From an optimization exercise on the open Yosys and OpenROAD flow, aimed at small area, a short achievable clock period and few clock cycles per item; shortcuts taken in it are not production practice. Function was checked by simulation only, so behaviour that the tests miss may differ from the original. Power figures rest on the tool's default switching activity, not on a simulated workload.

Setup of wip/amber:
Design dcache, start of the top module:
module dcache #(
  parameter int LINES = 16,
  parameter int WORDS = 4,
  parameter int EK    = 4    
) (
  input  logic        clk,
  input  logic        reset,
  input  logic        read,
  input  logic        write,
  input  logic [31:0] address,
  input  logic [31:0] data_in,
  output logic [31:0] data_out,
  output logic        hit,
  output logic        done,
  output logic        busy,
  output logic        mem_req,
  output logic        mem_we,
  output logic [31:0] mem_addr,
  output logic [31:0] mem_wdata,
  input  logic [31:0] mem_rdata,
  input  logic        mem_ack
);
For scale: ~2,600 flip-flops, about 200 I/O pins, ~77,000 um^2 of cells after synthesis.
==> flow/config.mk <==
export PLATFORM = sky130hd
export DESIGN_NAME = dcache
export DESIGN_NICKNAME = dcache
export VERILOG_FILES = /design/flow/design.v
export SDC_FILE = /design/flow/constraint.sdc
export NUM_CORES = 4
export LEC_CHECK = 0
export CAP_MARGIN = 20
export CORE_MARGIN = 2
export CORE_UTILIZATION = 50
export CTS_CLUSTER_DIAMETER = 100
export CTS_CLUSTER_SIZE = 30
export SLEW_MARGIN = 20
==> flow/constraint.sdc <==
create_clock -name core_clock -period 8.5 [get_ports {clk}]
set_input_delay 1.7000 -clock core_clock [delete_from_list [all_inputs] [get_ports {clk}]]
set_output_delay 1.7000 -clock core_clock [all_outputs]
set_load 0.01 [all_outputs]
standard.sh (not shown) runs the stock make flow with config.mk's settings and CLKGATE_MAP_FILE= SYNTH_SCRIPT=/design/flow/synth_recipe.tcl, a recipe that flattens the netlist after the stock synthesis.
==> flow/flow/run.sh <==
#!/bin/bash
# The standard layout (standard.sh, unchanged synthesis and steps) with two
# settings passed through the environment:
#  - port buffers made from buf_4 cells instead of the resizer's default pick
#    (a slow clkdlybuf4s50_1 that later repair cannot resize across footprints);
set -o pipefail
export BUFFER_PORTS_ARGS="-buffer_cell sky130_fd_sc_hd__buf_4"
export SETUP_SLACK_MARGIN=5.4
bash standard.sh > standard.log 2>&1
Looking at the reports, wip/amber completed the entire flow and the layout it produced met the timing, design-rule and antenna checks.
Testbench counts of wip/amber, summed over its fixed seeds: cycles 153,843, items 24,000.
Changes in wip/cedar relative to wip/amber:
# wip/amber
export LEC_CHECK = 0
export CAP_MARGIN = 20
export CORE_MARGIN = 2
export CORE_UTILIZATION = 50
export CTS_CLUSTER_DIAMETER = 100
export CTS_CLUSTER_SIZE = 30
export SLEW_MARGIN = 20
create_clock -name core_clock -period 8.5 [get_ports {clk}]
# wip/cedar
export LEC_CHECK = 0
export CAP_MARGIN = 20
export CORE_MARGIN = 2
export CORE_UTILIZATION = 50
export CTS_CLUSTER_DIAMETER = 100
export CTS_CLUSTER_SIZE = 25
export SLEW_MARGIN = 20
create_clock -name core_clock -period 8.5 [get_ports {clk}]
## What came out
- The delay of the slowest cell on the worst path on wip/cedar is in line with that on wip/amber.
- The global-route usage on wip/cedar is in line with that on wip/amber.
- Going from wip/amber to wip/cedar, post-layout minimum cycle time shrinks by 13 ps.
- Compared with wip/amber, wip/cedar shows a met1 layer wirelength in the final routing that is 960 um lower.
The following lists how wip/willow was set up differently from wip/cedar:
# wip/cedar
export LEC_CHECK = 0
export CAP_MARGIN = 20
export CORE_MARGIN = 2
export CORE_UTILIZATION = 50
export CTS_CLUSTER_DIAMETER = 100
export CTS_CLUSTER_SIZE = 25
export SLEW_MARGIN = 20
create_clock -name core_clock -period 8.5 [get_ports {clk}]
# wip/willow
export LEC_CHECK = 0
export CAP_MARGIN = 20
export CORE_MARGIN = 2
export CORE_UTILIZATION = 40
export CTS_CLUSTER_DIAMETER = 100
export CTS_CLUSTER_SIZE = 20
export SLEW_MARGIN = 20
create_clock -name core_clock -period 8.5 [get_ports {clk}]
==> summary.txt <==
- Overall routed net length is lower on wip/cedar
- Area growth from synthesis to final layout in wip/willow vs wip/cedar: up 2.9 points
- wip/willow vs wip/cedar — final area rose 2200 um^2.
- Compared with wip/cedar, in wip/willow fmax lost 0.0054 GHz; total power draw picked up an extra 0.0013 W; routability congestion estimate from global placement picked up an extra 2.3%.
- wip/willow vs. wip/cedar: global-route usage went down by 5.9 points, first-pass GRT wire length went up by 2.2 mm.


dcache again, from the RTL that the note above started with.
clock: 8.5 ns
lec_check: 0
cap_margin: 20
core_margin: 2
core_utilization: 50
cts_cluster_diameter: 100
cts_cluster_size: 20
slew_margin: 20
Scripts as last shown in full above: flow/flow/run.sh
Testbench counts at the start, summed over its fixed seeds: cycles 153,843, items 24,000.
==> next run, changes <==
--- a/flow/flow/run.sh
+++ b/flow/flow/run.sh
@@ -7,3 +7,3 @@
 export BUFFER_PORTS_ARGS="-buffer_cell sky130_fd_sc_hd__buf_4"
-export SETUP_SLACK_MARGIN=5.4
+export SETUP_SLACK_MARGIN=5.7
 bash standard.sh > standard.log 2>&1
--- a/flow/config.mk
+++ b/flow/config.mk
@@ -11,3 +11,3 @@
 export CTS_CLUSTER_DIAMETER = 100
-export CTS_CLUSTER_SIZE = 20
+export CTS_CLUSTER_SIZE = 25
 export SLEW_MARGIN = 20
What happened:
- wire length rises by 10%
- clock-buffer cell count fell by 42
- final area came out higher by 0.55%
- global-route usage drops by 0.78 points
- synthesized cell count does not change
- synthesized area does not change
- die area does not change
- clock skew rises by 0.039 ns
- maximum frequency falls by 3.1%
==> next run, changes <==
--- a/flow/flow/run.sh
+++ b/flow/flow/run.sh
@@ -7,3 +7,3 @@
 export BUFFER_PORTS_ARGS="-buffer_cell sky130_fd_sc_hd__buf_4"
-export SETUP_SLACK_MARGIN=5.7
+export SETUP_SLACK_MARGIN=5.4
 bash standard.sh > standard.log 2>&1
--- a/flow/config.mk
+++ b/flow/config.mk
@@ -9,5 +9,5 @@
 export CORE_MARGIN = 2
-export CORE_UTILIZATION = 50
+export CORE_UTILIZATION = 60
 export CTS_CLUSTER_DIAMETER = 100
-export CTS_CLUSTER_SIZE = 25
+export CTS_CLUSTER_SIZE = 20
 export SLEW_MARGIN = 20
Effect: Total power grows by 0.54%; worst setup slack gains 0.055 ns; first-iteration DRC count goes down by 14%; die area decreases by 17%; register-to-register slack loses 0.05 ns; critical path depth came out lower by 1; routed wire length fell by 12%; design area went down by 1.2%; non-clock buffer count decreases by 25; via count is lower by 3.8%; sequential share of layout area is higher by 0.71 points.

-- port drivers added, routing unchanged --
The results above use ideal ports. As a check the final layouts listed here were re-extracted and re-timed, cells and wires unchanged. Step 1: set_driving_cell puts a clkbuf_16 on clk and a buf_2 on each other input, an assumption about the parent block. Step 2 times the ports against the registers' clock, not the clock port: input delays grow and output delays shrink by t, the midpoint of the rising clock arrivals with the driver on. Slacks: no drivers / after step 1 / after step 2; pairs: no drivers / after step 1.
run | t, ns | setup slack, ns | clock arrival spread, ns | worst slew at a driven data input, ns | cell pins on the clock port's net
wip/amber | 0.827 | 5.279 / 5.221 / 4.435 | 0.041 / 0.041 | 0.18 | 1
wip/cedar | 0.835 | 5.292 / 5.218 / 4.419 | 0.045 / 0.045 | 0.19 | 1
wip/willow | 0.906 | 5.235 / 5.149 / 4.388 | 0.080 / 0.081 | 0.17 | 1
the first run of note 2 | 0.874 | 5.286 / 5.212 / 4.424 | 0.032 / 0.032 | 0.18 | 1
the second run of note 2 | 0.840 | 5.182 / 5.126 / 4.286 | 0.072 / 0.071 | 0.22 | 1
the third run of note 2 | 0.881 | 5.237 / 5.174 / 4.293 | 0.030 / 0.031 | 0.18 | 1
After both steps every run listed still meets setup and hold. For the third run of note 2, which loses most, drivers alone change the setup slack by -0.063 ns; drivers and shift together by -0.944 ns.
